Background: an optimization exercise with open tools, aiming at small area, a short achievable clock period and few clock cycles. Do not read the settings as production practice. Only simulation tests tie the RTL to the original design; equivalence was not proved.

## flow/design.v

```verilog
package lsch_pkg;
  localparam int SlotCount    = 16;
  localparam int TicketBits   = 16;
  localparam int SlotIdxBits  = $clog2(SlotCount);
  localparam int TotalBits    = TicketBits + SlotIdxBits;
  localparam int RndBits      = 31;
  localparam int OutTotalBits = 20;
  localparam logic [TicketBits-1:0]   TicketMax   = '1;
  localparam logic [OutTotalBits-1:0] OutTotalMax = '1;
  localparam logic [2:0] OpAssign  = 3'd0;
  localparam logic [2:0] OpReady   = 3'd1;
  localparam logic [2:0] OpMove    = 3'd2;
  localparam logic [2:0] OpRelease = 3'd3;
  localparam logic [2:0] OpDraw    = 3'd4;
  typedef logic [TicketBits-1:0]  ticket_t;
  typedef logic [TotalBits-1:0]   total_t;
  typedef logic [SlotIdxBits-1:0] slot_idx_t;
  typedef struct packed {
    logic [2:0]         operation;
    logic [3:0]         slot;
    logic [3:0]         other_slot;
    logic [15:0]        ticket_count;
    logic               is_ready;
    logic [RndBits-1:0] random_value;
  } req_t;
  typedef struct packed {
    logic                    found;
    logic [3:0]              winner_slot;
    logic [15:0]             moved;
    logic [OutTotalBits-1:0] total_ready;
  } res_t;
  function automatic logic [OutTotalBits-1:0] sat_total(input total_t t);
    sat_total = t;
  endfunction
endpackage
module lsch_ram #(
  parameter int Depth = 16,
  parameter int Width = 16
) (
  input  logic                     clk_i,
  input  logic                     we_i,
  input  logic [$clog2(Depth)-1:0] waddr_i,
  input  logic [Width-1:0]         wdata_i,
  input  logic [$clog2(Depth)-1:0] raddr_i,
  output logic [Width-1:0]         rdata_o
);
  logic [Width-1:0] mem [Depth];
  always_ff @(posedge clk_i) begin
    if (we_i) begin
      mem[waddr_i] <= wdata_i;
    end
  end
  always_ff @(posedge clk_i) begin
    rdata_o <= mem[raddr_i];
  end
endmodule
module lsch_mod (
  input  logic                         clk_i,
  input  logic                         rst_ni,
  input  logic                         start_i,
  input  logic [lsch_pkg::RndBits-1:0] dividend_i,
  input  lsch_pkg::total_t             divisor_i,
  output logic                         done_o,
  output lsch_pkg::total_t             rem_o
);
  localparam int CntBits = $clog2(lsch_pkg::RndBits);
  logic                         busy_q, done_q;
  logic [CntBits-1:0]           cnt_q;
  logic [lsch_pkg::RndBits-1:0] dvd_q;
  lsch_pkg::total_t             div_q, rem_q;
  logic [lsch_pkg::TotalBits:0] trial, div_ext;
  logic                         ge;
  logic [lsch_pkg::TotalBits:0] trial_sub;
  assign trial   = {rem_q, dvd_q[lsch_pkg::RndBits-1]};
  assign div_ext = {1'b0, div_q};
  assign ge      = trial >= div_ext;
  assign trial_sub = trial - div_ext;
  always_ff @(posedge clk_i or negedge rst_ni) begin
    if (!rst_ni) begin
      busy_q <= 1'b0;
      done_q <= 1'b0;
      cnt_q  <= '0;
    end else begin
      done_q <= 1'b0;
      if (start_i) begin
        busy_q <= 1'b1;
        cnt_q  <= 5'd30;
      end else if (busy_q) begin
        cnt_q <= cnt_q - 1'b1;
        if (cnt_q == '0) begin
          busy_q <= 1'b0;
          done_q <= 1'b1;
        end
      end
    end
  end
  always_ff @(posedge clk_i) begin
    if (start_i) begin
      dvd_q <= dividend_i;
      div_q <= divisor_i;
      rem_q <= '0;
    end else if (busy_q) begin
      dvd_q <= dvd_q << 1;
      rem_q <= ge ? trial_sub[lsch_pkg::TotalBits-1:0] : trial[lsch_pkg::TotalBits-1:0];
    end
  end
  assign done_o = done_q;
  assign rem_o  = rem_q;
endmodule
module lottery_scheduler (
  input  logic           clk_i,
  input  logic           rst_ni,
  input  logic           in_valid_i,
  output logic           in_stall_o,
  input  logic [58:0]    in_req_i,
  output logic           out_valid_o,
  input  logic           out_stall_i,
  output logic [40:0]    out_res_o
);
  lsch_pkg::req_t in_req;
  assign in_req = lsch_pkg::req_t'(in_req_i);
  typedef enum logic [2:0] {
    StIdle  = 3'd0,
    StExec  = 3'd1,
    StDiv   = 3'd2,
    StMv1   = 3'd3,
    StMv2   = 3'd4
  } state_e;
  logic [15:0] tix_q [16];
  logic [15:0] use_q, rdy_q;
  logic [19:0] total_q;
  state_e      state_q;
  logic [2:0]  op_q;
  logic [3:0]  s_q, d_q;
  logic [15:0] t_q;
  logic        isr_q;
  logic [30:0] rv_q;
  logic [1:0]  gsel_q;       
  logic [1:0]  lsel_q;       
  logic [19:0] rem_q;        
  logic [21:0] t3_q;         
  logic [3:0]  cnt_q;        
  logic [3:0]  dig_q;        
  logic        walk_q;       
  logic [1:0]  pn_q;         
  logic [19:0] wrem_q;       
  logic        out_valid_q;
  logic        res_found_q;
  logic [3:0]  res_win_q;
  logic [15:0] res_moved_q;
  logic [15:0] g [4];
  logic [3:0]  glive;
  always_comb begin
    for (int i = 0; i < 4; i++) g[i] = tix_q[{gsel_q, 2'(i)}];
    glive = 4'((use_q & rdy_q) >> {gsel_q, 2'd0});
  end
  logic [15:0] tp;
  assign tp = g[lsel_q];
  logic s_use, s_rdy, d_use, d_rdy;
  assign s_use = use_q[s_q];
  assign s_rdy = rdy_q[s_q];
  assign d_use = use_q[d_q];
  assign d_rdy = rdy_q[d_q];
  logic out_free;
  assign out_free = !out_valid_q || !out_stall_i;
  logic exec_noop;
  always_comb begin
    case (op_q)
      lsch_pkg::OpAssign:  exec_noop = 1'b0;
      lsch_pkg::OpReady:   exec_noop = !(s_use && (s_rdy != isr_q));
      lsch_pkg::OpMove:    exec_noop = !(s_use && d_use && (s_q != d_q));
      lsch_pkg::OpRelease: exec_noop = !s_use;
      lsch_pkg::OpDraw:    exec_noop = (total_q == 20'd0);
      default:             exec_noop = 1'b1;
    endcase
  end
  logic        silent;
  assign silent = (state_q == StExec) && walk_q && exec_noop && (pn_q != 2'd3);
  logic exec_multi, div_last, r_frees;
  assign exec_multi = ((op_q == lsch_pkg::OpMove) && s_use && d_use && (s_q != d_q)) ||
                      ((op_q == lsch_pkg::OpDraw) && (total_q != 20'd0));
  assign div_last   = (cnt_q[3:1] == 3'd0);
  always_comb begin
    case (state_q)
      StIdle:  r_frees = 1'b1;
      StExec:  r_frees = (!walk_q && (pn_q == 2'd0) && !exec_multi) || silent;
      StDiv:   r_frees = div_last && !walk_q && (pn_q == 2'd0);
      StMv2:   r_frees = 1'b1;
      default: r_frees = 1'b0;
    endcase
  end
  assign in_stall_o = !(out_free && r_frees);
  logic in_accept;
  assign in_accept  = in_valid_i && !in_stall_o;
  assign out_valid_o = out_valid_q;
  assign out_res_o   = {res_found_q, res_win_q, res_moved_q, total_q};
  logic        tchg;           
  logic        fast_ok;
  logic [3:0]  jj;
  logic [19:0] rem_init;
  logic [31:0] rv_ext, rv_src;
  assign rv_ext = {1'b0, rv_q};
  assign tchg   = ((state_q == StExec) &&
                   (((op_q == lsch_pkg::OpAssign) && s_use && s_rdy) ||
                    ((op_q == lsch_pkg::OpReady) && s_use && (s_rdy != isr_q)) ||
                    ((op_q == lsch_pkg::OpRelease) && s_use && s_rdy))) ||
                  (state_q == StMv2);
  assign fast_ok = !tchg && (total_q != 20'd0) && (in_req.operation == lsch_pkg::OpDraw);
  assign rv_src  = (state_q == StExec && op_q == lsch_pkg::OpDraw) ? rv_ext : {1'b0, in_req.random_value};
  always_comb begin
    jj = 4'd0;
    for (int b = 0; b < 20; b++) begin
      if (total_q[b]) jj = 4'((b + 1) >> 1);
    end
    rem_init = 20'(rv_src >> (6'd32 - {1'b0, jj, 1'b0}));
  end
  function automatic logic [3:0] dig_pair(input logic [31:0] v, input logic [3:0] i);
    logic [33:0] w;
    w = {v, 2'b00};
    dig_pair = w[{i, 1'b0} +: 4];
  endfunction
  function automatic logic [19:0] r4step(input logic [19:0] r, input logic [1:0] dg,
                                         input logic [19:0] t, input logic [21:0] t3);
    logic [21:0] xx;
    logic [22:0] e1, e2, e3;
    xx = {r, dg};
    e1 = {1'b0, xx} - {3'b0, t};
    e2 = {1'b0, xx} - {2'b0, t, 1'b0};
    e3 = {1'b0, xx} - {1'b0, t3};
    if (!e3[22])      r4step = e3[19:0];
    else if (!e2[22]) r4step = e2[19:0];
    else if (!e1[22]) r4step = e1[19:0];
    else              r4step = xx[19:0];
  endfunction
  logic [19:0] rem_a, rem_b, rem_fin;
  always_comb begin
    rem_a   = r4step(rem_q, dig_q[3:2], total_q, t3_q);
    rem_b   = r4step(rem_a, dig_q[1:0], total_q, t3_q);
    rem_fin = (cnt_q == 4'd0) ? rem_a : rem_b;
  end
  logic [21:0] nw0, nw1, nw2, nw3, r22;
  logic [21:0] sa, ca, sb, cb, sc, cc, ma, mb, mc;
  logic [21:0] e1, e2, e3, e4;
  always_comb begin
    r22 = {2'b0, wrem_q};
    nw0 = ~{6'd0, glive[0] ? g[0] : 16'd0};
    nw1 = ~{6'd0, glive[1] ? g[1] : 16'd0};
    nw2 = ~{6'd0, glive[2] ? g[2] : 16'd0};
    nw3 = ~{6'd0, glive[3] ? g[3] : 16'd0};
    ma = (r22 & nw0) | (r22 & nw1) | (nw0 & nw1);
    sa = r22 ^ nw0 ^ nw1;
    ca = {ma[20:0], 1'b1};
    mb = (sa & ca) | (sa & nw2) | (ca & nw2);
    sb = sa ^ ca ^ nw2;
    cb = {mb[20:0], 1'b1};
    mc = (sb & cb) | (sb & nw3) | (cb & nw3);
    sc = sb ^ cb ^ nw3;
    cc = {mc[20:0], 1'b1};
    e1 = r22 + nw0 + 22'd1;
    e2 = sa + ca + 22'd1;
    e3 = sb + cb + 22'd1;
    e4 = sc + cc + 22'd1;
  end
  logic [3:0] neg;
  assign neg = {e4[21], e3[21], e2[21], e1[21]};
  logic [16:0] mv_sum;
  assign mv_sum = {1'b0, tp} + {1'b0, t_q};
  state_e      state_d;
  logic [15:0] use_d, rdy_d;
  logic [19:0] total_d;
  logic [19:0] rem_d, wrem_d;
  logic [21:0] t3_d;
  logic [3:0]  cnt_d, dig_d;
  logic [1:0]  gsel_d, lsel_d;
  logic [15:0] t_d;
  logic        walk_d;
  logic        r_done;         
  logic        w_done;         
  logic        w_start;
  logic        rmoved;
  logic        p_out;          
  logic        tot_en, tot_sub, tot_mv;
  logic [19:0] tot_opnd;
  logic        tw_en;
  logic [3:0]  tw_addr;
  logic [15:0] tw_data;
  always_comb begin
    state_d  = state_q;
    use_d    = use_q;
    rdy_d    = rdy_q;
    total_d  = total_q;
    rem_d    = rem_q;
    wrem_d   = wrem_q;
    t3_d     = t3_q;
    cnt_d    = cnt_q;
    dig_d    = dig_q;
    gsel_d   = gsel_q;
    lsel_d   = lsel_q;
    t_d      = t_q;
    walk_d   = walk_q;
    r_done   = 1'b0;
    w_done   = 1'b0;
    w_start  = 1'b0;
    rmoved   = 1'b0;
    tw_en    = 1'b0;
    tw_addr  = s_q;
    tw_data  = t_q;
    tot_en   = 1'b0;
    tot_sub  = 1'b1;
    tot_mv   = 1'b0;
    if (walk_q && out_free) begin
      wrem_d = e4[19:0];               
      if (neg != 4'd0) begin
        w_done = 1'b1;
        walk_d = 1'b0;
        gsel_d = s_q[3:2];             
      end else begin
        gsel_d = gsel_q + 2'd1;
      end
    end
    case (state_q)
      StExec: begin
        if (silent) begin
          state_d = StIdle;
        end else if (!walk_q && (pn_q == 2'd0) && out_free) begin
          case (op_q)
            lsch_pkg::OpAssign: begin
              r_done = 1'b1;
              tot_en     = s_use && s_rdy;
              tw_en      = 1'b1;
              use_d[s_q] = 1'b1;
              rdy_d[s_q] = 1'b0;
            end
            lsch_pkg::OpReady: begin
              r_done = 1'b1;
              if (s_use && (s_rdy != isr_q)) begin
                rdy_d[s_q] = isr_q;
                tot_en     = 1'b1;
                tot_sub    = !isr_q;
              end
            end
            lsch_pkg::OpMove: begin
              if (s_use && d_use && (s_q != d_q)) begin
                t3_d    = {6'd0, tp};
                t_d     = (t_q < tp) ? t_q : tp;
                gsel_d  = d_q[3:2];
                lsel_d  = d_q[1:0];
                state_d = StMv1;
              end else begin
                r_done = 1'b1;
              end
            end
            lsch_pkg::OpRelease: begin
              r_done = 1'b1;
              if (s_use) begin
                tot_en     = s_rdy;
                use_d[s_q] = 1'b0;
                rdy_d[s_q] = 1'b0;
              end
            end
            lsch_pkg::OpDraw: begin
              if (total_q == 20'd0) begin
                r_done = 1'b1;
              end else begin
                t3_d    = {2'b0, total_q} + {1'b0, total_q, 1'b0};
                rem_d   = rem_init;
                cnt_d   = 4'd15 - jj;
                dig_d   = dig_pair(rv_src, 4'd15 - jj);
                state_d = StDiv;
              end
            end
            default: r_done = 1'b1;
          endcase
        end
      end
      StDiv: begin
        if (!div_last) begin
          rem_d = rem_b;
          cnt_d = cnt_q - 4'd2;
          dig_d = dig_pair(rv_ext, cnt_q - 4'd2);
        end else if (!walk_q && (pn_q == 2'd0)) begin
          w_start = 1'b1;
          wrem_d  = rem_fin;
          walk_d  = 1'b1;
          gsel_d  = 2'd0;
          state_d = StIdle;
        end
      end
      StMv1: begin
        if (out_free) begin
          tw_en   = 1'b1;
          tw_addr = d_q;
          tw_data = mv_sum[16] ? 16'hffff : mv_sum[15:0];
          t_d     = mv_sum[16] ? ~tp : t_q;
          state_d = StMv2;
        end
      end
      StMv2: begin
        if (out_free) begin
          tw_en   = 1'b1;
          tw_data = t3_q[15:0] - t_q;
          tot_mv  = 1'b1;
          tot_en  = s_rdy != d_rdy;
          tot_sub = s_rdy;
          r_done  = 1'b1;
          rmoved  = 1'b1;
        end
      end
      default: ;
    endcase
    if (r_done) state_d = StIdle;
    p_out = !walk_q && (pn_q != 2'd0) && out_free;
    tot_opnd = {4'd0, tot_mv ? t_q : tp};
    if (tot_en) total_d = total_q + (tot_sub ? ~tot_opnd : tot_opnd) + {19'd0, tot_sub};
    if (in_accept) begin
      lsel_d  = in_req.slot[1:0];
      state_d = StExec;
      if (!(walk_q && !w_done) && !w_start) gsel_d = in_req.slot[3:2];
      if (fast_ok) begin
        state_d = StDiv;
        rem_d   = rem_init;
        cnt_d   = 4'd15 - jj;
        dig_d   = dig_pair(rv_src, 4'd15 - jj);
        t3_d    = {2'b0, total_q} + {1'b0, total_q, 1'b0};
      end
    end
  end
  always_ff @(posedge clk_i or negedge rst_ni) begin
    if (!rst_ni) begin
      state_q     <= StIdle;
      use_q       <= '0;
      rdy_q       <= '0;
      total_q     <= '0;
      walk_q      <= 1'b0;
      pn_q        <= 2'd0;
      out_valid_q <= 1'b0;
    end else begin
      state_q <= state_d;
      use_q   <= use_d;
      rdy_q   <= rdy_d;
      total_q <= total_d;
      walk_q  <= walk_d;
      if (silent)     pn_q <= pn_q + 2'd1;
      else if (p_out) pn_q <= pn_q - 2'd1;
      if (out_free) out_valid_q <= r_done || w_done || p_out;
    end
  end
  always_ff @(posedge clk_i) begin
    if (out_free) begin            
      res_found_q <= w_done;
      res_win_q   <= w_done ? {gsel_q, neg[0] ? 2'd0 : neg[1] ? 2'd1 : neg[2] ? 2'd2 : 2'd3}
                            : 4'd0;
      res_moved_q <= rmoved ? t_q : 16'd0;
    end
    if (in_accept) begin
      op_q  <= in_req.operation;
      s_q   <= in_req.slot;
      d_q   <= in_req.other_slot;
      isr_q <= in_req.is_ready;
      rv_q  <= in_req.random_value;
    end
    t_q    <= in_accept ? in_req.ticket_count : t_d;
    gsel_q <= gsel_d;
    lsel_q <= lsel_d;
    rem_q  <= rem_d;
    wrem_q <= wrem_d;
    t3_q   <= t3_d;
    cnt_q  <= cnt_d;
    dig_q  <= dig_d;
    if (tw_en) tix_q[tw_addr] <= tw_data;
  end
endmodule
```

## flow/run.sh

```bash
#!/bin/bash
# synth_recipe.tcl (not shown) runs the flow's synth.tcl, then flattens the netlist and writes it again
# the make line also repeats each setting of config.mk as NAME=value (left out here)
make -C /OpenROAD-flow-scripts/flow DESIGN_CONFIG=/design/flow/config.mk WORK_HOME=/design/flow/orfs CLKGATE_MAP_FILE= SYNTH_SCRIPT=/design/flow/synth_recipe.tcl finish
```

## flow/config.mk

```make
export PLATFORM = sky130hd
export DESIGN_NAME = lottery_scheduler
export DESIGN_NICKNAME = lottery_scheduler
export VERILOG_FILES = /design/flow/design.v
export SDC_FILE = /design/flow/constraint.sdc
export NUM_CORES = 4
export LEC_CHECK = 0
export ABC_CLOCK_PERIOD_IN_PS = 4000
export CAP_MARGIN = 10
export CORE_MARGIN = 2
export CORE_UTILIZATION = 40
export CTS_BUF_LIST = sky130_fd_sc_hd__clkbuf_4 sky130_fd_sc_hd__clkbuf_8
export SETUP_SLACK_MARGIN = 3.0
export SLEW_MARGIN = 10
export TNS_END_PERCENT = 5
```

## flow/constraint.sdc

```tcl
create_clock -name core_clock -period 8.0 [get_ports {clk_i}]
set_input_delay 1.6000 -clock core_clock [delete_from_list [all_inputs] [get_ports {clk_i}]]
set_output_delay 1.6000 -clock core_clock [all_outputs]
set_load 0.01 [all_outputs]
```

==> out/results.txt, run 1 <==
Outcome = complete, no violations
CTS sink cnt = 469
Ports = 106
Post-synth EDFFs = 338
CORE AREA = 89740 sq um
First-pass GRT wire length = 186600 microns
Proportion of layout cells with a drive suffix above 1 = 22.53%
Placed cell count = 4821
Max Cap Viol = 0
Synthesized instance count = 3587
Register area share after synthesis = 36.16%
Final slew viol count = 0
Max_slew headroom = 21.03%
Non-filler cells, final = 5200
Worst-margin pin slew = 1180 ps
Ys flop type = edfxtp_1
Post-route cell area = 44530 sq um
Commonest non-fill, non-tap cell in the layout = edfxtp_1
Post-synthesis xor/xnor area fraction = 4.654%
Dpl hpwl = 92370 microns
Syn Area/Cell = 10.07 sq um
Min-delay worst type = reg -> reg
CP arrival = 6430 ps
DRC = 0
Nets = 4377
Place WS = 940.7 ps
Final setup viols = 0
Vias in the first global route = 29560
Syn Nets = 4010
DR iter-0 viols = 3310
Core Rows = 110
Fmax = 172.4 MHz
Final worst slack = 2200 ps
H-tree level count = 3
Post-Synth Simple-Gate Area = 11.28%
Post-synthesis share of cell area spent on full adders, half adders and majority gates = 13.68%
Cts hold-fix bufs = 0
Worst-path clk slew = 60 ps
CTS Buf Count = 80
Routability Congestion = 1.002
DP Area = 39140 sq um
Final hold vios = 0
Total track usage = 26.43%
Clock insertion delay at the later pin of the skew report = 720 ps
Worst setup SP type = flop
Crit path required time = 8630 ps
Routed Antenna Nets = 0
Compound-Gate Fraction of Synth Area = 18.00%
Die X = 304.6 microns
Area grow syn2layout = 23.23%
Most frequent cells in the layout = edfxtp_1 (338), nand2_1 (271), ha_1 (263)
Initial core utilization = 40.27%
Synth Register Bits = 469
Die Y = 304.6 microns
Via/cell ratio = 5.961
Clock period minus worst slack = 5800 ps
Crit Path Class = reg -> reg
TNS Setup = 0 ps
IO buf count = 105
Ys async rst share = 12.58%
CTS Buffer Depth = 3
Synth unique cells = 92
Synth warnings = 2
Drt total wl = 127400 microns
First drt pass iteration count = 6
Initial antenna violation count = 4
CP max FO = 7
CTS tree = built
Pin count of the biggest net entering global routing = 60
Multiplexer area fraction after synthesis = 11.83%
Die footprint = 92760 sq um
Crit. End Element = flop
RSZ-0062 raised after global routing = true
Via Count = 31000
Cell Area, Synth = 36130 sq um
Main combinational cell family by area after synthesis = compound AO/OA/AOI/OAI gates
Residual overflow from global routing = 0
Root buffer cell = clkbuf_8
Post-route clock period utilization = 72.50%
Routed WL per cell = 24.51 microns
Clock skew = 46.19 ps
-- flip-flops by register name (all words and copies together), names as in the netlist, 16 cells and up, named ones only --
name and count:
rv_q 31, total_q 20, rdy_q 16, t_q 16
res_moved_q 16, tix_q 256, wrem_q 20, rem_q 20
t3_q 22
-- layer usage --
metal / share of wire, % / GRT usage (%)
met1: 42 / 35.85
met2: 44 / 41.40
met3: 8.0 / 4.436
met4: 5.5 / 12.05
met5: 0 / 0
-- cells in the mapped netlist, types with 25 or more instances --
| library cell | count | area, sq um |
|---|---|---|
| edfxtp_1 | 338 | 10150 |
| o211ai_1 | 27 | 202.7 |
| a31oi_1 | 33 | 206.5 |
| dfxtp_1 | 72 | 1441 |
| a22oi_1 | 42 | 315.3 |
| xor2_1 | 58 | 508.0 |
| o22ai_1 | 31 | 193.9 |
| fa_1 | 57 | 1141 |
| nand2b_1 | 30 | 187.7 |
| nand2_1 | 287 | 1077 |
| clkbuf_1 | 105 | 394.1 |
| a211oi_1 | 42 | 315.3 |
| nor3_1 | 58 | 290.3 |
| o21a_1 | 52 | 390.4 |
| mux4_2 | 119 | 2680 |
| o21ai_0 | 235 | 1176 |
| buf_1 | 25 | 93.84 |
| nor2b_1 | 40 | 250.2 |
| nor2_1 | 234 | 878.3 |
| a21o_1 | 67 | 503.0 |
| nand3_1 | 80 | 400.4 |
| o21bai_1 | 38 | 285.3 |
| inv_1 | 260 | 975.9 |
| mux2_2 | 26 | 292.8 |
| ha_1 | 303 | 3791 |
| and2_1 | 28 | 175.2 |
| dfrtp_1 | 59 | 1476 |
| o31ai_1 | 28 | 210.2 |
| mux2i_1 | 129 | 1291 |
| xnor2_1 | 134 | 1174 |
| a21oi_1 | 253 | 1266 |
-- what timing repair did --
action                                  in CTS  in global routing
gates cloned                                 6                  7
endpoints found under the setup margin     335                334
gates resized for setup                    170                223
buffers inserted                           113                101
pin swaps                                   76                136
-- critical path, cell delays in order (launching register included) --
cell	delay (ps)
dfxtp_4	450
buf_12	150
mux4_2	550
and2_4	170
fa_1	520
fa_1	460
fa_1	510
ha_2	180
inv_2	40
fa_2	330
a21o_1	190
a21oi_2	140
o21ai_1	100
a21oi_2	180
o21bai_2	110
a41o_1	230
o31a_1	320
o32a_1	220
o2111a_2	250
and2_4	190
o311a_1	280
o21ai_1	130
-- metrics by stage --
step | util, % | hold slack [ps]
detailed placement | 43.62 | 449.7
CTS | 47.45 | 463.5
global placement | 43.62 | 440.6
floorplan | - | 425.0
finish | 49.62 | 462.5
global route | 49.62 | 480.1
-- cells by family (layout without fill, tap and decap cells) --
group / count (synthesis) / count (layout)
buffers and inverters: 412 / 843
multiplexers: 275 / 275
XOR/XNOR: 192 / 192
AO/OA/AOI/OAI: 1007 / 1008
adder cells (fa/ha/maj): 361 / 361
AND/OR/NAND/NOR: 871 / 874
flip-flops: 469 / 469
other: 0 / 2
-- layout make-up --
cell class                 count  area, sq um
clock buffer                 112         1360
clock inverter                38        297.8
tap                         1176         1471
sequential                   469        13100
fill                        8170        45210
inverter                     264         1056
timing repair inverter         2        16.27
multi-input combinational   2710        23230
antenna                        2        5.005
timing repair buffer         427         3995
-- path summary, 6_finish.rpt --
| check | from | end | slack, ps | cells after the start |
|---|---|---|---|---|
| max | gsel_q[0] | gsel_q[1] | 2200 | 21 |
| min | t3_q[18] | t3_q[18] | 460 | 2 |
| max reg2reg | gsel_q[0] | gsel_q[1] | 2200 | 21 |
| min reg2reg | t3_q[18] | t3_q[18] | 460 | 2 |
| max in group asynchronous | rst_ni | total_q[18] | 6250 | 2 |
| min in group asynchronous | rst_ni | asynchronous set/reset pin | 1060 | 2 |
Testbench counts, summed over its fixed seeds: cycles 30,578.
==> inputs of run 2 (changes only) <==
--- a/flow/config.mk
+++ b/flow/config.mk
@@ -6,9 +6,9 @@
 export NUM_CORES = 4
 export LEC_CHECK = 0
+export ABC_AREA = 1
 export ABC_CLOCK_PERIOD_IN_PS = 4000
 export CAP_MARGIN = 10
 export CORE_MARGIN = 2
-export CORE_UTILIZATION = 40
-export CTS_BUF_LIST = sky130_fd_sc_hd__clkbuf_4 sky130_fd_sc_hd__clkbuf_8
+export CORE_UTILIZATION = 48
 export SETUP_SLACK_MARGIN = 3.0
 export SLEW_MARGIN = 10
==> out/results.txt, run 2 <==
Final slew viol count = 0 (unchanged)
Worst-margin pin slew = 1208 ps (+28.32 ps)
Clock insertion delay at the later pin of the skew report = 630 ps (-90 ps)
Worst path cell trace = inv_1 -> nand2_1 -> nand3_1 -> nand3_1 -> nand3_1 -> nand2_1 -> nand4_1 -> nand2_1 -> inv_1 -> nand3_1 -> nand2_1 -> nand2_1 -> nand2_2 -> nand2_1 -> clkdlybuf4s50_1
IO buf count = 105 (unchanged)
Fmax = 188.8 MHz (+9.5%)
Ports = 106 (unchanged)
Non-filler cells, final = 6375 (+23%)
Routed Antenna Nets = 0 (unchanged)
Residual overflow from global routing = 0 (unchanged)
H-tree level count = 2 (-1)
Cell Area, Synth = 38570 sq um (+6.8%)
Final worst slack = 2704 ps (+504.3 ps)
Layout Utilization = 58.06% (+8.4 points)
Worst-path clk slew = 60 ps (about the same)
Final hold vios = 0 (unchanged)
WHS Endpoint = t3_q[16]
Clock skew = 16.08 ps (-30.11 ps)
Hold Path Origin = t3_q[16]
Crit path required time = 6400 ps (-2230 ps)
CTS sink cnt = 469 (unchanged)
Clock period minus worst slack = 5296 ps (-504.3 ps)
Routed WL per cell = 24.87 microns (+1.5%)
Die Y = 287.5 microns (-5.6%)
R2r worst-path depth = 29 (+38%)
Max Cap Viol = 0 (unchanged)
RSZ-0062 raised after global routing = true
Critical R2R Capture = gsel_q[1]
Area grow syn2layout = 19.29%
Via/cell ratio = 6.025 (+1.1%)
First drt pass iteration count = 9 (+3)
CORE AREA = 79260 sq um (-12%)
Synthesized instance count = 5054 (+41%)
Max_slew headroom = 18.59% (-2.4 points)
First-pass GRT wire length = 229900 microns (+23%)
DR iter-0 viols = 3824 (+16%)
Worst setup SP type = flop
Via Count = 38410 (+24%)
Initial core utilization = 48.67% (+8.4 points)
Outcome = complete, no violations
Nets = 5704 (+30%)
Total track usage = 37.13% (+11 points)
Register area share after synthesis = 33.88% (-2.3 points)
Crit Path Class = reg -> out
Routability Congestion = 1.077 (+7.5%)
Most common library cells after synthesis = nand2_1 (1197), inv_1 (587), nand3_1 (425), a21oi_1 (403), nor2_1 (350)
Final setup viols = 0 (unchanged)
Drt total wl = 158500 microns (+24%)
Vias in the first global route = 36130 (+22%)
Ys flop type = edfxtp_1
CP arrival = 3700 ps (-2730 ps)
CTS tree = built
Syn Area/Cell = 7.632 sq um (-24%)
DRC = 0 (unchanged)
Synth Register Bits = 469 (unchanged)
Root buffer cell = clkbuf_16
Die X = 287.5 microns (-5.6%)
Fillers = 7411 (-9.3%)
Initial antenna violation count = 2 (-2)
Place WS = 1380 ps (+439.4 ps)
Pin count of the biggest net entering global routing = 67 (+12%)
CTS Buffer Depth = 3 (unchanged)
Area leader, netlist = edfxtp_1
Largest register FFs = 256 (unchanged)
TNS Setup = 0 ps (unchanged)
Cell with the most instances after synthesis = nand2_1
Die footprint = 82650 sq um (-11%)
Core Rows = 103 (-6.4%)
Proportion of layout cells with a drive suffix above 1 = 14.48% (-8.0 points)
Hold slack final = 491.0 ps (+28.54 ps)
Top-area cell type share of the netlist area = 26.31% (-1.8 points)
Crit. End Element = output port
Synth unique cells = 74 (-20%)
Placed cell count = 6128 (+27%)
Most frequent cells in the layout = nand2_1 (1153), inv_1 (540), nand3_1 (400)
R2R Setup Slk = 2740 ps (+540 ps)
Biggest regs = tix_q x256, rv_q x31, t3_q x22
Post-synth EDFFs = 338 (unchanged)
Top cells by area, synth = edfxtp_1 (26%), nand2_1 (12%), ha_1 (9.8%)
Synth warnings = 2 (unchanged)
Most used cell, CP = nand2_1
Dpl hpwl = 120000 microns (+30%)
CP max FO = 16 (+9)
Worst hold stages = 2 (unchanged)
Ys async rst share = 12.58% (unchanged)
Diode count = 0 (-2)
Top reg by flops = tix_q
Critical R2R Launch = gsel_q[1]
Commonest non-fill, non-tap cell in the layout = nand2_1
Largest stage delay on the critical path = 670 ps (+120 ps)
Post-route clock period utilization = 66.19% (-6.3 points)
Crit-path slowest cell = edfxtp_1
CTS Buf Count = 53 (-34%)
Syn Nets = 5477 (+37%)
Min-delay worst type = reg -> reg
run 2: cell count changes after synthesis, sizes merged, moves of 50 or more:
cell / delta
nand2: +919
nand3: +351
inv: +345
a21oi: +157
mux4: -119
nor2: +118
mux2i: -115
o21ai: +88
nand4: +59
xnor2: -57
buf: +53
a21o: -50
run 2: area by class of cell:
class,instances,area [sq um],share of cell area [%]
well taps,1050,1314,2.855
inverters,614,2421,5.262
multi-input cells,3809,24220,52.64
clock inverters,40,431.7,0.9381
clock buffers,59,1380,2.999
repair buffers,328,3089,6.714
flip-flops and latches,469,13110,28.48
repair inverters,6,52.55,0.1142
run 2: worst max-delay path by stage:
stage	from	end	slack (ps)	depth (start not counted)
final	d_q[0]	in_stall_o	2700	15
after global routing	gsel_q[1]	gsel_q[1]	2560	29
after CTS	flop	wrem_q[14]	2730	26
after detailed placement	out_stall_i	total_q[16]	1380	21
after global placement	out_stall_i	total_q[16]	1330	21
after floorplan	gsel_q[1]	gsel_q[1]	2990	29
run 2: logic make-up after synthesis:
family	after synthesis	share of synthesized area [%]
buf+inv	780	8.284
simple gates	2210	24.65
mux	14	0.3633
xor+xnor	158	3.587
fa+ha+maj	360	12.79
compound gates	1063	16.45
flops	469	33.88
run 2: layer usage:
| layer | routed length, microns | track usage (%) | part of all wire [%] |
|---|---|---|---|
| met1 | 61650 | 47.02 | 39 |
| met2 | 72470 | 60.61 | 46 |
| met3 | 12810 | 5.024 | 8.1 |
| met4 | 11600 | 21.91 | 7.3 |
| met5 | 8 | 0 | 0.0050 |
run 2: stage by stage:
stage          instance area (sq um)
5_1_grt                        46010
2_1_floorplan                  38700
3_3_place_gp                   40840
3_5_place_dp                   40840
6_report                       46010
4_1_cts                        43970
run 2: worst max-delay path: cells and delay by family, from the launching register on:
| family | cells | cell delay [ps] |
|---|---|---|
| flops | 1 | 670 |
| buf+inv | 3 | 1040 |
| simple gates | 12 | 1350 |
run 2: repair_timing:
action / in CTS / in global routing
pin swaps: 43 / 101
gates cloned: 7 / 8
endpoints found under the setup margin: 338 / 329
resized for setup: 202 / 299
hold buffers: 0 / 0
setup buffers: 54 / 79
==> inputs of run 3 (changes only) <==
--- a/flow/config.mk
+++ b/flow/config.mk
@@ -10,5 +10,6 @@
 export CAP_MARGIN = 10
 export CORE_MARGIN = 2
-export CORE_UTILIZATION = 48
+export CORE_UTILIZATION = 40
+export PLACE_DENSITY = 0.75
 export SETUP_SLACK_MARGIN = 3.0
 export SLEW_MARGIN = 10
==> out/results.txt, run 3 <==
Clock period minus worst slack = 5189 ps (-106.6 ps)
Ys flop type = edfxtp_1
Multi-input combinational cell area = 24250 sq um (+0.10%)
WHS Endpoint = t3_q[18]
CTS sink cnt = 469 (unchanged)
Syn Nets = 5477 (unchanged)
Total track usage = 29.88% (-7.3 points)
First drt pass iteration count = 6 (-3)
Top reg by flops = tix_q
Residual overflow from global routing = 0 (unchanged)
Via Count = 39170 (+2.0%)
Synth unique cells = 74 (unchanged)
Largest register FFs = 256 (unchanged)
Post-synthesis xor/xnor area fraction = 3.587% (unchanged)
Die footprint = 98940 sq um (+20%)
Final slew viol count = 0 (unchanged)
TNS Setup = 0 ps (unchanged)
Min-delay worst type = reg -> reg
Post-synthesis share of cell area spent on full adders, half adders and majority gates = 12.79% (unchanged)
Final hold vios = 0 (unchanged)
H-tree level count = 2 (unchanged)
Placed cell count = 6329 (+3.3%)
Clock insertion delay at the later pin of the skew report = 630 ps (about the same)
Multiplexer area fraction after synthesis = 0.3633% (unchanged)
Place WS = 1654 ps (+273.6 ps)
RSZ-0062 raised after global routing = true
CTS Buffer Depth = 3 (unchanged)
Max Cap Viol = 0 (unchanged)
Non-filler cells, final = 6617 (+3.8%)
Biggest regs = tix_q x256, rv_q x31, t3_q x22
Area leader, netlist = edfxtp_1
Outcome = complete, no violations
Via/cell ratio = 5.919 (-1.8%)
R2R Setup Slk = 2810 ps (+70 ps)
Drt total wl = 155000 microns (-2.2%)
Most frequent cells in the layout = nand2_1 (1151), inv_1 (535), nand3_1 (404)
Fmax = 192.7 MHz (+2.1%)
Dpl hpwl = 114100 microns (-4.9%)
Register cell area after layout = 13110 sq um (about the same)
CTS tree = built
Root buffer cell = clkbuf_16
Die Y = 314.5 microns (+9.4%)
Syn Area/Cell = 7.632 sq um (unchanged)
Initial core utilization = 40.48% (-8.2 points)
Top cells by area, synth = edfxtp_1 (26%), nand2_1 (12%), ha_1 (9.8%)
Cell Area, Synth = 38570 sq um (unchanged)
R2r worst-path depth = 25 (-14%)
CORE AREA = 95290 sq um (+20%)
First-pass GRT wire length = 224300 microns (-2.4%)
Register area share after synthesis = 33.88% (unchanged)
Crit. End Element = flop
Nets = 5731 (+0.47%)
Synth warnings = 2 (unchanged)
Worst-path clk slew = 70 ps (about the same)
DR iter-0 viols = 5402 (+41%)
Die X = 314.5 microns (+9.4%)
Cell with the most instances after synthesis = nand2_1
Critical R2R Capture = wrem_q[14]
Proportion of layout cells with a drive suffix above 1 = 14.88% (+0.40 points)
Crit-path slowest cell = fa_1
Worst hold stages = 2 (unchanged)
Layout Utilization = 48.88% (-9.2 points)
Worst setup SP type = flop
Core Rows = 113 (+9.7%)
Routed WL per cell = 23.43 microns (-5.8%)
Family with the most delay on the worst path = adder cells
Synth Register Bits = 469 (unchanged)
Crit Path Class = reg -> reg
Area grow syn2layout = 20.76%
CP arrival = 5690 ps (+1990 ps)
Vias in the first global route = 35800 (-0.92%)
Worst-margin pin slew = 1235 ps (+26.30 ps)
Routability Congestion = 1.071 (-0.58%)
Post-route clock period utilization = 64.86% (-1.3 points)
CP max FO = 6 (-10)
Pin count of the biggest net entering global routing = 61 (-9.0%)
Critical R2R Launch = gsel_q[1]
Post-synth EDFFs = 338 (unchanged)
Final setup viols = 0 (unchanged)
Final worst slack = 2811 ps (+106.6 ps)
DRC = 0 (unchanged)
Buf/Inv on CP = 6 (+3)
Top-area cell type share of the netlist area = 26.31% (unchanged)
Initial antenna violation count = 4 (+2)
Ports = 106 (unchanged)
Clock skew = 29.02 ps (+12.94 ps)
Main combinational cell family by area after synthesis = simple AND/OR/NAND/NOR gates
Compound-Gate Fraction of Synth Area = 16.45% (unchanged)
Ys async rst share = 12.58% (unchanged)
Routed Antenna Nets = 0 (unchanged)
IO buf count = 105 (unchanged)
Crit path required time = 8500 ps (+2100 ps)
Synthesized instance count = 5054 (unchanged)
Fillers = 8953 (+21%)
Hold Path Origin = t3_q[18]
Post-Synth Simple-Gate Area = 24.65% (unchanged)
Max_slew headroom = 17.59% (-0.99 points)
CTS Buf Count = 50 (-5.7%)
Largest stage delay on the critical path = 540 ps (-130 ps)
Commonest non-fill, non-tap cell in the layout = nand2_1
Most common library cells after synthesis = nand2_1 (1197), inv_1 (587), nand3_1 (425), a21oi_1 (403), nor2_1 (350)
-- run 3: cell counts after synthesis --
No cell type changed its count.
-- run 3: layer usage --
metal / vias to the layer above / part of all wire (%) / global-route usage (%)
li1: 17810 / - / -
met1: 18390 / 39 / 38.95
met2: 2470 / 43 / 45.88
met3: 493 / 11 / 5.606
met4: 4 / 7.7 / 18.32
met5: - / 0.016 / 0
-- run 3: logic make-up after synthesis --
group / after synthesis
simple gates: 2210
compound gates: 1063
buf+inv: 780
flops: 469
fa+ha+maj: 360
xor+xnor: 158
mux: 14
-- run 3: cell type report --
cell class / count / share of cell area (%)
timing repair buffer: 357 / 7.349
tap: 1265 / 3.398
sequential: 469 / 28.15
inverter: 614 / 5.324
multi-input combinational: 3810 / 52.05
timing repair inverter: 6 / 0.1182
antenna: 3 / 0.01612
clock inverter: 26 / 0.7548
clock buffer: 67 / 2.844
-- run 3: repair_timing --
action,CTS,global route
hold buffers,0,0
buffers inserted,99,77
pin swaps,53,84
gates resized for setup,240,270
gates cloned,10,6
setup endpoints to repair,336,363
-- run 3: worst min-delay path, stage by stage, from the launching register on --
cell and delay [ps]:
dfxtp_1 310, nand3_1 80, o21ai_1 60
-- run 3: metrics by stage --
| stage | area [sq um] | hold slack [ps] |
|---|---|---|
| floorplan | 38700 | 451.2 |
| global placement | 41000 | 470.0 |
| detailed placement | 41010 | 485.1 |
| CTS | 44770 | 494.2 |
| global route | 46580 | 510.1 |
| finish | 46580 | 496.0 |
-- run 3: worst max-delay path by stage --
stage	startpoint	to	slack [ps]	cells past startpoint
5_1_grt	gsel_q[1]	wrem_q[19]	2640	27
3_5_place_dp	gsel_q[0]	gsel_q[1]	1650	27
6_report	gsel_q[1]	wrem_q[14]	2810	25
2_1_floorplan	gsel_q[1]	gsel_q[1]	2990	29
4_1_cts	gsel_q[1]	gsel_q[1]	2890	26
3_3_place_gp	gsel_q[1]	gsel_q[1]	1640	25
==> inputs of run 4 (changes only) <==
--- a/flow/config.mk
+++ b/flow/config.mk
@@ -11,5 +11,4 @@
 export CORE_MARGIN = 2
 export CORE_UTILIZATION = 40
-export PLACE_DENSITY = 0.75
 export SETUP_SLACK_MARGIN = 3.0
 export SLEW_MARGIN = 10
==> out/results.txt, run 4 <==
Register area share after synthesis = 33.88% (unchanged)
Critical R2R Launch = gsel_q[1]
Core Rows = 113 (unchanged)
CTS sink cnt = 469 (unchanged)
Die footprint = 98940 sq um (unchanged)
Ports = 106 (unchanged)
Dpl hpwl = 119500 microns (+4.7%)
Largest register FFs = 256 (unchanged)
Routed WL per cell = 24.00 microns (+2.5%)
Worst setup SP type = flop
Crit. End Element = flop
Total track usage = 31.04% (+1.2 points)
Routability Congestion = 1.021 (-4.7%)
Final setup viols = 0 (unchanged)
Proportion of layout cells with a drive suffix above 1 = 11.01% (-3.9 points)
CTS Buf Count = 52 (+4.0%)
Crit path required time = 8510 ps (about the same)
Outcome = complete, no violations
Post-route clock period utilization = 66.28% (+1.4 points)
CP arrival = 5810 ps (+120 ps)
Clock period minus worst slack = 5303 ps (+113.7 ps)
Crit Path Class = reg -> reg
Worst-margin pin slew = 1097 ps (-137.8 ps)
CTS Buffer Depth = 3 (unchanged)
Die Y = 314.5 microns (unchanged)
TNS Setup = 0 ps (unchanged)
Pin count of the biggest net entering global routing = 61 (unchanged)
Most frequent cells in the layout = nand2_1 (1179), inv_1 (554), nand3_1 (418)
CP max FO = 15 (+9)
Final slew viol count = 0 (unchanged)
Fmax = 188.6 MHz (-2.1%)
Family with the most delay on the worst path = adder cells
RSZ-0062 raised after global routing = true
Area leader, netlist = edfxtp_1
Buf/Inv on CP = 6 (unchanged)
Via Count = 37920 (-3.2%)
Initial core utilization = 40.48% (unchanged)
DR iter-0 viols = 4171 (-23%)
Nets = 5652 (-1.4%)
Worst-path clk slew = 70 ps (about the same)
Most common library cells after synthesis = nand2_1 (1197), inv_1 (587), nand3_1 (425), a21oi_1 (403), nor2_1 (350)
Crit-path slowest cell = fa_1
Cell Area, Synth = 38570 sq um (unchanged)
Initial antenna violation count = 5 (+1)
Clock skew = 38.22 ps (+9.200 ps)
Max_slew headroom = 26.61% (+9.0 points)
Drt total wl = 156900 microns (+1.2%)
Ys flop type = edfxtp_1
Cts hold-fix bufs = 0 (unchanged)
Commonest non-fill, non-tap cell in the layout = nand2_1
DRC = 0 (unchanged)
Biggest regs = tix_q x256, rv_q x31, t3_q x22
CTS tree = built
Residual overflow from global routing = 0 (unchanged)
Final hold vios = 0 (unchanged)
Synth unique cells = 74 (unchanged)
Hold Path Origin = t3_q[16]
Top reg by flops = tix_q
Min-delay worst type = reg -> reg
Largest stage delay on the critical path = 580 ps (+40 ps)
Synthesized instance count = 5054 (unchanged)
Root buffer cell = clkbuf_16
Synth Register Bits = 469 (unchanged)
Top cells by area, synth = edfxtp_1 (26%), nand2_1 (12%), ha_1 (9.8%)
Cell with the most instances after synthesis = nand2_1
Syn Nets = 5477 (unchanged)
Synth warnings = 2 (unchanged)
First drt pass iteration count = 8 (+2)
First-pass GRT wire length = 231200 microns (+3.1%)
Vias in the first global route = 35900 (+0.30%)
H-tree level count = 2 (unchanged)
Max Cap Viol = 0 (unchanged)
Clock insertion delay at the later pin of the skew report = 640 ps (about the same)
Via/cell ratio = 5.801 (-2.0%)
CORE AREA = 95290 sq um (unchanged)
IO buf count = 105 (unchanged)
Crit. Startpoint = gsel_q[1]
Area grow syn2layout = 16.42%
Post-synth EDFFs = 338 (unchanged)
Routed Antenna Nets = 0 (unchanged)
Syn Area/Cell = 7.632 sq um (unchanged)
Top-area cell type share of the netlist area = 26.31% (unchanged)
Ys async rst share = 12.58% (unchanged)
Die X = 314.5 microns (unchanged)
## run 4: stage by stage
step	cell area (sq um)	utilization, %	worst slack, ps	hold WS [ps]	std cells
after floorplan	38700	-	2993	451.2	5054
after global placement	41010	43.03	1405	469.2	6330
after detailed placement	41010	43.03	1305	481.5	6330
after CTS	44660	46.87	2752	491.1	6530
after global routing	44910	47.12	2552	522.0	6535
final	44910	47.13	2697	489.4	6536
## run 4: worst register-to-register path, delay by kind of cell, from the launching register on
kind            cells  cell delay, ps
fa+ha+maj           4            1880
simple gates        9            1430
compound gates      6             890
buf+inv             6             550
flops               1             420
## run 4: metal layers
layer / global-route usage (%) / wire (microns) / vias up
li1: - / - / 17660
met1: 41.14 / 64670 / 18130
met2: 49.62 / 70060 / 1753
met3: 4.328 / 12780 / 359
met4: 15.44 / 9307 / 10
met5: 0 / 73 / -
## run 4: cell families after synthesis
family          share of synthesized area, %
compound gates                         16.45
xor+xnor                               3.587
fa+ha+maj                              12.79
buf+inv                                8.284
flops                                  33.88
mux                                   0.3633
simple gates                           24.65
## run 4: what timing repair did
item,4_1_cts,5_1_grt
endpoints found under the hold margin,0,0
cloned,12,1
pin swaps,37,12
setup buffers,93,4
endpoints found under the setup margin,338,353
resized for setup,230,52
## run 4: area by class of cell
type                       instances  area (sq um)
clock inverter                    35         362.8
tap                             1265          1583
timing repair inverter             6         40.04
multi-input combinational       3807         23350
clock buffer                      60          1331
inverter                         614          2460
timing repair buffer             279          2676
antenna                            1         2.502
fill                            9497         50380
sequential                       469         13100
## run 4: worst paths after layout
path	end	depth (start not counted)	slack, ps
max	gsel_q[0]	25	2700
min reg2reg	t3_q[16]	2	490
min	t3_q[16]	2	490
max in group asynchronous	asynchronous set/reset pin	2	6210
max reg2reg	gsel_q[0]	25	2700
min in group asynchronous	total_q[14]	2	1140
==> inputs of run 5 (changes only) <==
--- a/flow/config.mk
+++ b/flow/config.mk
@@ -13,3 +13,3 @@
 export SETUP_SLACK_MARGIN = 3.0
 export SLEW_MARGIN = 10
-export TNS_END_PERCENT = 5
+export TNS_END_PERCENT = 0
==> out/results.txt, run 5 <==
First drt pass iteration count = 6 (-2)
Largest stage delay on the critical path = 570 ps (about the same)
Worst-path clk slew = 70 ps (about the same)
Nets = 5704 (+0.92%)
Min-delay worst type = reg -> reg
Multi-input combinational cell area = 23760 sq um (+1.8%)
Proportion of layout cells with a drive suffix above 1 = 13.28% (+2.3 points)
Worst path cell trace = nor2_4 -> buf_12 -> a22oi_1 -> and2_4 -> or2_4 -> fa_1 -> inv_1 -> fa_1 -> inv_2 -> fa_1 -> ha_4 -> a21oi_4 -> o21ai_1 -> nand2_1 -> nand3_2 -> a21oi_4 -> o21ai_2 -> buf_4 -> o21ai_0 -> a21oi_1 -> a211oi_2 -> a21oi_1
Vias in the first global route = 35740 (-0.47%)
Post-route cell area = 45890 sq um (+2.2%)
Area leader, netlist = edfxtp_1
Critical R2R Launch = gsel_q[1]
WP depth = 22 (-12%)
Hold Path Origin = t3_q[16]
Crit path required time = 8480 ps (-30 ps)
Synth unique cells = 74 (unchanged)
R2r worst-path depth = 22 (-12%)
DP Area = 41010 sq um (unchanged)
Register area share after synthesis = 33.88% (unchanged)
Total track usage = 30.79% (-0.25 points)
Syn Nets = 5477 (unchanged)
CTS sink cnt = 469 (unchanged)
Top cells by area, synth = edfxtp_1 (26%), nand2_1 (12%), ha_1 (9.8%)
Post-synth EDFFs = 338 (unchanged)
Root buffer cell = clkbuf_16
Layout Utilization = 48.15% (+1.0 points)
Most used cell, CP = fa_1
Critical R2R Capture = wrem_q[15]
Hold slack final = 490.6 ps (+1.166 ps)
Core Rows = 113 (unchanged)
Most common library cells after synthesis = nand2_1 (1197), inv_1 (587), nand3_1 (425), a21oi_1 (403), nor2_1 (350)
Final hold vios = 0 (unchanged)
Fmax = 191.7 MHz (+1.6%)
Crit. Startpoint = gsel_q[1]
TNS Setup = 0 ps (unchanged)
Cell Area, Synth = 38570 sq um (unchanged)
Ys flop type = edfxtp_1
Area grow syn2layout = 18.95%
Initial core utilization = 40.48% (unchanged)
Crit. End Element = flop
Via/cell ratio = 5.797 (about the same)
Max_slew headroom = 26.17% (-0.45 points)
Max Cap Viol = 0 (unchanged)
Buf/Inv on CP = 4 (-2)
CTS Buf Count = 52 (unchanged)
Outcome = complete, no violations
Family with the most delay on the worst path = adder cells
Initial antenna violation count = 6 (+1)
IO buf count = 105 (unchanged)
Synthesized instance count = 5054 (unchanged)
Final slew viol count = 0 (unchanged)
DRC = 0 (unchanged)
R2R Setup Slk = 2780 ps (+90 ps)
Routed Antenna Nets = 0 (unchanged)
Synth warnings = 2 (unchanged)
Worst setup SP type = flop
Via Count = 38200 (+0.75%)
Worst-margin pin slew = 1105 ps (+7.939 ps)
Register cell area after layout = 13100 sq um (about the same)
Die X = 314.5 microns (unchanged)
DR iter-0 viols = 4103 (-1.6%)
CP max FO = 7 (-8)
Die Y = 314.5 microns (unchanged)
Crit path to = wrem_q[15]
Drt total wl = 158300 microns (+0.89%)
Synth Register Bits = 469 (unchanged)
Final setup viols = 0 (unchanged)
Cts hold-fix bufs = 0 (unchanged)
RSZ-0062 raised after global routing = true
Final worst slack = 2783 ps (+85.32 ps)
H-tree level count = 2 (unchanged)
Biggest regs = tix_q x256, rv_q x31, t3_q x22
Crit Path Class = reg -> reg
Largest register FFs = 256 (unchanged)
CTS tree = built
First-pass GRT wire length = 229400 microns (-0.75%)
Top-area cell type share of the netlist area = 26.31% (unchanged)
CTS Buffer Depth = 3 (unchanged)
Crit-path slowest cell = fa_1
Die footprint = 98940 sq um (unchanged)
Cell with the most instances after synthesis = nand2_1
Post-route clock period utilization = 65.22% (-1.1 points)
Routability Congestion = 1.021 (unchanged)
Commonest non-fill, non-tap cell in the layout = nand2_1
Dpl hpwl = 119500 microns (unchanged)
Clock period minus worst slack = 5217 ps (-85.32 ps)
Ys async rst share = 12.58% (unchanged)
Residual overflow from global routing = 0 (unchanged)
CP arrival = 5700 ps (-110 ps)
Top reg by flops = tix_q
Ports = 106 (unchanged)
Fillers = 9393 (-1.1%)
Place WS = 1305 ps (unchanged)
Clock skew = 40.25 ps (+2.036 ps)
Most frequent cells in the layout = nand2_1 (1168), inv_1 (544), nand3_1 (410)
Syn Area/Cell = 7.632 sq um (unchanged)
CORE AREA = 95290 sq um (unchanged)
Pin count of the biggest net entering global routing = 61 (unchanged)
Routed WL per cell = 24.02 microns (about the same)
Clock insertion delay at the later pin of the skew report = 640 ps (about the same)
==> run 5: changes by cell type in the layout (fill, tap and decap cells not counted), moves of 10 or more <==
cell     previous run  this run
ha_4               23        33
inv_1             554       544
nor2_1            332       322
nand2_1          1179      1168
buf_4             147       185
ha_1              273       257
==> run 5: repair_timing <==
action,in CTS,in global routing
resized for setup,166,234
pin swaps,27,84
cloned,11,9
buffers inserted,74,68
setup endpoints to repair,338,353
==> run 5: how the worst min path moves through the flow <==
| stage | to | slack [ps] | cells after the start |
|---|---|---|---|
| floorplan | t3_q[16] | 450 | 2 |
| global placement | flop | 470 | 2 |
| detailed placement | t3_q[19] | 480 | 2 |
| CTS | t3_q[19] | 490 | 2 |
| global route | flop | 520 | 2 |
| finish | t3_q[16] | 490 | 2 |
==> run 5: metal layers <==
metal | GRT usage (%) | up-vias | part of all wire (%) | wire length [microns]
li1 | - | 17760 | - | -
met1 | 41.14 | 18220 | 41 | 65050
met3 | 4.104 | 376 | 8.2 | 13010
met4 | 15.52 | 8 | 6.3 | 9926
met5 | 0 | - | 0.037 | 59
met2 | 48.87 | 1834 | 44 | 70250
==> run 5: logic make-up after synthesis <==
kind of cell / after synthesis / synth area share, %
AND/OR/NAND/NOR: 2210 / 24.65
AO/OA/AOI/OAI: 1063 / 16.45
buffers and inverters: 780 / 8.284
flip-flops: 469 / 33.88
adder cells (fa/ha/maj): 360 / 12.79
XOR/XNOR: 158 / 3.587
multiplexers: 14 / 0.3633
==> run 5: stage by stage <==
step / instances
after floorplan: 5054
after global placement: 6330
after detailed placement: 6330
after CTS: 6510
after global routing: 6587
final: 6589
==> run 5: worst min-delay path, stage by stage, from the launching register on <==
cell and delay, ps:
dfxtp_1 320, nand3_1 70, o21ai_1 60
==> run 5: cell type report <==
class | instances | area share [%]
antenna | 2 | 0.01091
clock buffer | 60 | 2.901
clock inverter | 35 | 0.7908
inverter | 614 | 5.407
multi-input combinational | 3808 | 51.78
sequential | 469 | 28.56
tap | 1265 | 3.449
timing repair buffer | 329 | 6.978
timing repair inverter | 7 | 0.1227
==> inputs of run 6 (changes only) <==
--- a/flow/design.v
+++ b/flow/design.v
@@ -167,8 +167,8 @@
   always_comb begin
     case (op_q)
-      lsch_pkg::OpAssign:  exec_noop = 1'b0;
+      lsch_pkg::OpAssign:  exec_noop = !(s_use && s_rdy);    
       lsch_pkg::OpReady:   exec_noop = !(s_use && (s_rdy != isr_q));
       lsch_pkg::OpMove:    exec_noop = !(s_use && d_use && (s_q != d_q));
-      lsch_pkg::OpRelease: exec_noop = !s_use;
+      lsch_pkg::OpRelease: exec_noop = !s_rdy;
       lsch_pkg::OpDraw:    exec_noop = (total_q == 20'd0);
       default:             exec_noop = 1'b1;
@@ -321,7 +321,5 @@
     case (state_q)
       StExec: begin
-        if (silent) begin
-          state_d = StIdle;
-        end else if (!walk_q && (pn_q == 2'd0) && out_free) begin
+        if (silent || (!walk_q && (pn_q == 2'd0) && out_free)) begin
           case (op_q)
             lsch_pkg::OpAssign: begin
@@ -409,5 +407,6 @@
       default: ;
     endcase
-    if (r_done) state_d = StIdle;
+    if (silent) r_done = 1'b0;           
+    if (r_done || silent) state_d = StIdle;
     p_out = !walk_q && (pn_q != 2'd0) && out_free;
     tot_opnd = {4'd0, tot_mv ? t_q : tp};
--- a/flow/config.mk
+++ b/flow/config.mk
@@ -13,3 +13,3 @@
 export SETUP_SLACK_MARGIN = 3.0
 export SLEW_MARGIN = 10
-export TNS_END_PERCENT = 0
+export TNS_END_PERCENT = 5
==> out/results.txt, run 6 <==
DRC = 0 (unchanged)
First drt pass iteration count = 6 (unchanged)
Most common library cells after synthesis = nand2_1 (1012), inv_1 (518), a21oi_1 (417), edfxtp_1 (338), o21ai_0 (321)
Cell Area, Synth = 36880 sq um (-4.4%)
Residual overflow from global routing = 0 (unchanged)
Core Rows = 111 (-1.8%)
Initial core utilization = 40.29% (-0.19 points)
Routability Congestion = 1.062 (+4.0%)
Synth Register Bits = 469 (unchanged)
Crit Path Class = reg -> reg
Vias in the first global route = 34020 (-4.8%)
Drt total wl = 147200 microns (-7.0%)
DR iter-0 viols = 3895 (-5.1%)
Final slew viol count = 0 (unchanged)
Post-synth EDFFs = 338 (unchanged)
Synth warnings = 2 (unchanged)
Ys async rst share = 12.58% (unchanged)
Post-route clock period utilization = 66.84% (+1.6 points)
CP arrival = 5880 ps (+180 ps)
Nets = 5375 (-5.8%)
CTS sink cnt = 469 (unchanged)
Hold slack final = 491.9 ps (+1.279 ps)
Top reg by flops = tix_q
DP Area = 39570 sq um (-3.5%)
RSZ-0062 raised after global routing = true
CTS tree = built
Outcome = complete, no violations
Total track usage = 30.23% (-0.56 points)
Final worst slack = 2653 ps (-129.6 ps)
Synth unique cells = 77 (+4.1%)
Cell with the most instances after synthesis = nand2_1
Place WS = 977.0 ps (-327.9 ps)
Ys flop type = edfxtp_1
Clock insertion delay at the later pin of the skew report = 650 ps (about the same)
Worst setup SP type = flop
Synthesized instance count = 4673 (-7.5%)
Final setup viols = 0 (unchanged)
Final hold vios = 0 (unchanged)
Die footprint = 94630 sq um (-4.3%)
Min-delay worst type = reg -> reg
Area grow syn2layout = 22.38%
Proportion of layout cells with a drive suffix above 1 = 15.79% (+2.5 points)
Post-route cell area = 45130 sq um (-1.6%)
Cts hold-fix bufs = 0 (unchanged)
Diode count = 0 (-2)
Syn Area/Cell = 7.891 sq um (+3.4%)
Max Cap Viol = 0 (unchanged)
Via Count = 36090 (-5.5%)
IO buf count = 105 (unchanged)
Clock skew = 34.32 ps (-5.931 ps)
CTS Buf Count = 53 (+1.9%)
Crit path required time = 8530 ps (+50 ps)
Routed WL per cell = 23.81 microns (-0.89%)
Largest register FFs = 256 (unchanged)
Worst-margin pin slew = 1241 ps (+136.5 ps)
Top cells by area, synth = edfxtp_1 (28%), nand2_1 (10%), ha_1 (10%)
Die Y = 307.6 microns (-2.2%)
Dpl hpwl = 107800 microns (-9.8%)
Syn Nets = 5096 (-7.0%)
Commonest non-fill, non-tap cell in the layout = nand2_1
Max_slew headroom = 16.74% (-9.4 points)
TNS Setup = 0 ps (unchanged)
Top-area cell type share of the netlist area = 27.52% (+1.2 points)
Worst-path clk slew = 60 ps (about the same)
Biggest regs = tix_q x256, rv_q x31, t3_q x22
Fmax = 187.0 MHz (-2.4%)
CTS Buffer Depth = 3 (unchanged)
Routed Antenna Nets = 0 (unchanged)
CP max FO = 9 (+2)
Pin count of the biggest net entering global routing = 60 (-1.6%)
Register area share after synthesis = 35.44% (+1.6 points)
Root buffer cell = clkbuf_16
Initial antenna violation count = 2 (-4)
First-pass GRT wire length = 216100 microns (-5.8%)
Crit. End Element = flop
CORE AREA = 91520 sq um (-4.0%)
Die X = 307.6 microns (-2.2%)
Via/cell ratio = 5.836 (+0.67%)
Most frequent cells in the layout = nand2_1 (979), inv_1 (468), a21oi_1 (384)
Area leader, netlist = edfxtp_1
Clock period minus worst slack = 5347 ps (+129.6 ps)
Ports = 106 (unchanged)
H-tree level count = 2 (unchanged)
## run 6: changes by cell type in the layout (fill, tap and decap cells not counted), sizes merged, moves of 16 or more
cell | before | now
nand2 | 1207 | 1024
nand3 | 435 | 326
inv | 586 | 529
buf | 218 | 261
nand4 | 76 | 34
o21ai | 328 | 360
nor2 | 355 | 324
a22o | 10 | 32
a221oi | 30 | 47
xnor2 | 77 | 61
## run 6: cell type report
class / count / area [sq um]
Fill cell: 8798 / 46390
Multi-Input combinational cell: 3507 / 22960
Sequential cell: 469 / 13120
Timing Repair Buffer: 369 / 3575
Inverter: 546 / 2172
Tap cell: 1186 / 1484
Clock buffer: 66 / 1405
Clock inverter: 34 / 381.6
Timing Repair inverter: 6 / 40.04
## run 6: what timing repair did
item,in CTS,in global routing
setup buffers,121,54
endpoints found under the setup margin,468,457
gates resized for setup,322,132
gates cloned,18,2
pin swaps,69,77
## run 6: path summary, 6_finish.rpt
| kind | startpoint | to | slack (ps) | depth (start not counted) |
|---|---|---|---|---|
| worst max-delay path | gsel_q[0] | gsel_q[1] | 2650 | 24 |
| worst min-delay path | flop | flop | 490 | 2 |
| worst max register to register | gsel_q[0] | gsel_q[1] | 2650 | 24 |
| worst min register to register | flop | flop | 490 | 2 |
| max in group asynchronous | rst_ni | total_q[1] | 6210 | 2 |
| min in group asynchronous | rst_ni | total_q[15] | 1130 | 2 |
## run 6: worst max-delay path, cell delays in order, from the launching register on
cell,delay (ps)
dfxtp_4,390
buf_4,130
nor2_4,50
buf_12,150
bufbuf_16,300
a221oi_2,330
nor2_1,80
buf_4,160
fa_2,560
fa_1,420
inv_1,110
fa_1,470
ha_4,320
nand4_1,240
nor4_4,270
nand3_1,140
nand3_2,120
nand2_2,70
nor2_4,190
nor2_4,70
buf_6,130
o21ai_4,190
o22ai_1,90
a21oi_1,170
nor2_1,50
## run 6: logic make-up (layout without fill, tap and decap cells)
logic type,count (synthesis),in the layout,share of synthesized area [%]
compound gates,1135,1136,18.37
xor+xnor,156,156,3.726
fa+ha+maj,360,360,13.38
buf+inv,699,1021,7.400
flops,469,469,35.44
mux,17,17,0.4614
simple gates,1837,1838,21.23
## run 6: per-stage QoR
stage	util, %	std cells
2_1_floorplan	-	4673
3_3_place_gp	43.24	5888
3_5_place_dp	43.24	5888
4_1_cts	48.19	6127
5_1_grt	49.31	6183
6_report	49.31	6183
## run 6: metal layers
layer	GRT usage (%)	vias to the layer above	part of all wire (%)
li1	-	16790	-
met1	39.59	17270	41
met5	0	-	0.0088
met2	48.83	1656	45
met4	15.21	2	6.1
met3	4.212	371	7.9
Testbench counts of run 6, summed over its fixed seeds: cycles 30,200.

==> separate check: timing with driven ports <==
The flow's constraints put no driver on any port. The routed layouts listed below were extracted and timed again, unchanged, in two steps.
Step 1, drivers: a clkbuf_16 drives clk_i and a buf_2 each remaining input, both assumed.
Step 2 also shifts input and output timing later by t, the mid clock arrival at the registers, as if the neighbouring blocks saw the same clock.
a / b / c = no drivers / after step 1 / after step 2; a / b = the first two.
run | t (ns) | setup slack, ns | hold WS [ns] | latest minus earliest clock arrival (ns)
run 1 | 0.764 | 2.200 / 2.171 / 2.067 | 0.462 / 0.462 / 0.462 | 0.046 / 0.046
run 2 | 0.694 | 2.704 / 2.628 / 2.220 | 0.491 / 0.491 / 0.491 | 0.016 / 0.016
run 3 | 0.686 | 2.811 / 2.811 / 2.377 | 0.496 / 0.496 / 0.496 | 0.029 / 0.029
run 4 | 0.698 | 2.697 / 2.697 / 2.310 | 0.489 / 0.489 / 0.489 | 0.039 / 0.038
run 5 | 0.695 | 2.783 / 2.783 / 2.475 | 0.491 / 0.491 / 0.491 | 0.040 / 0.040
run 6 | 0.705 | 2.653 / 2.653 / 2.299 | 0.492 / 0.492 / 0.492 | 0.034 / 0.034
After both steps setup and hold are still met in every run listed. The setup slack of run 2, which loses most, moves by -0.076 ns with the drivers and by -0.484 ns with both steps.
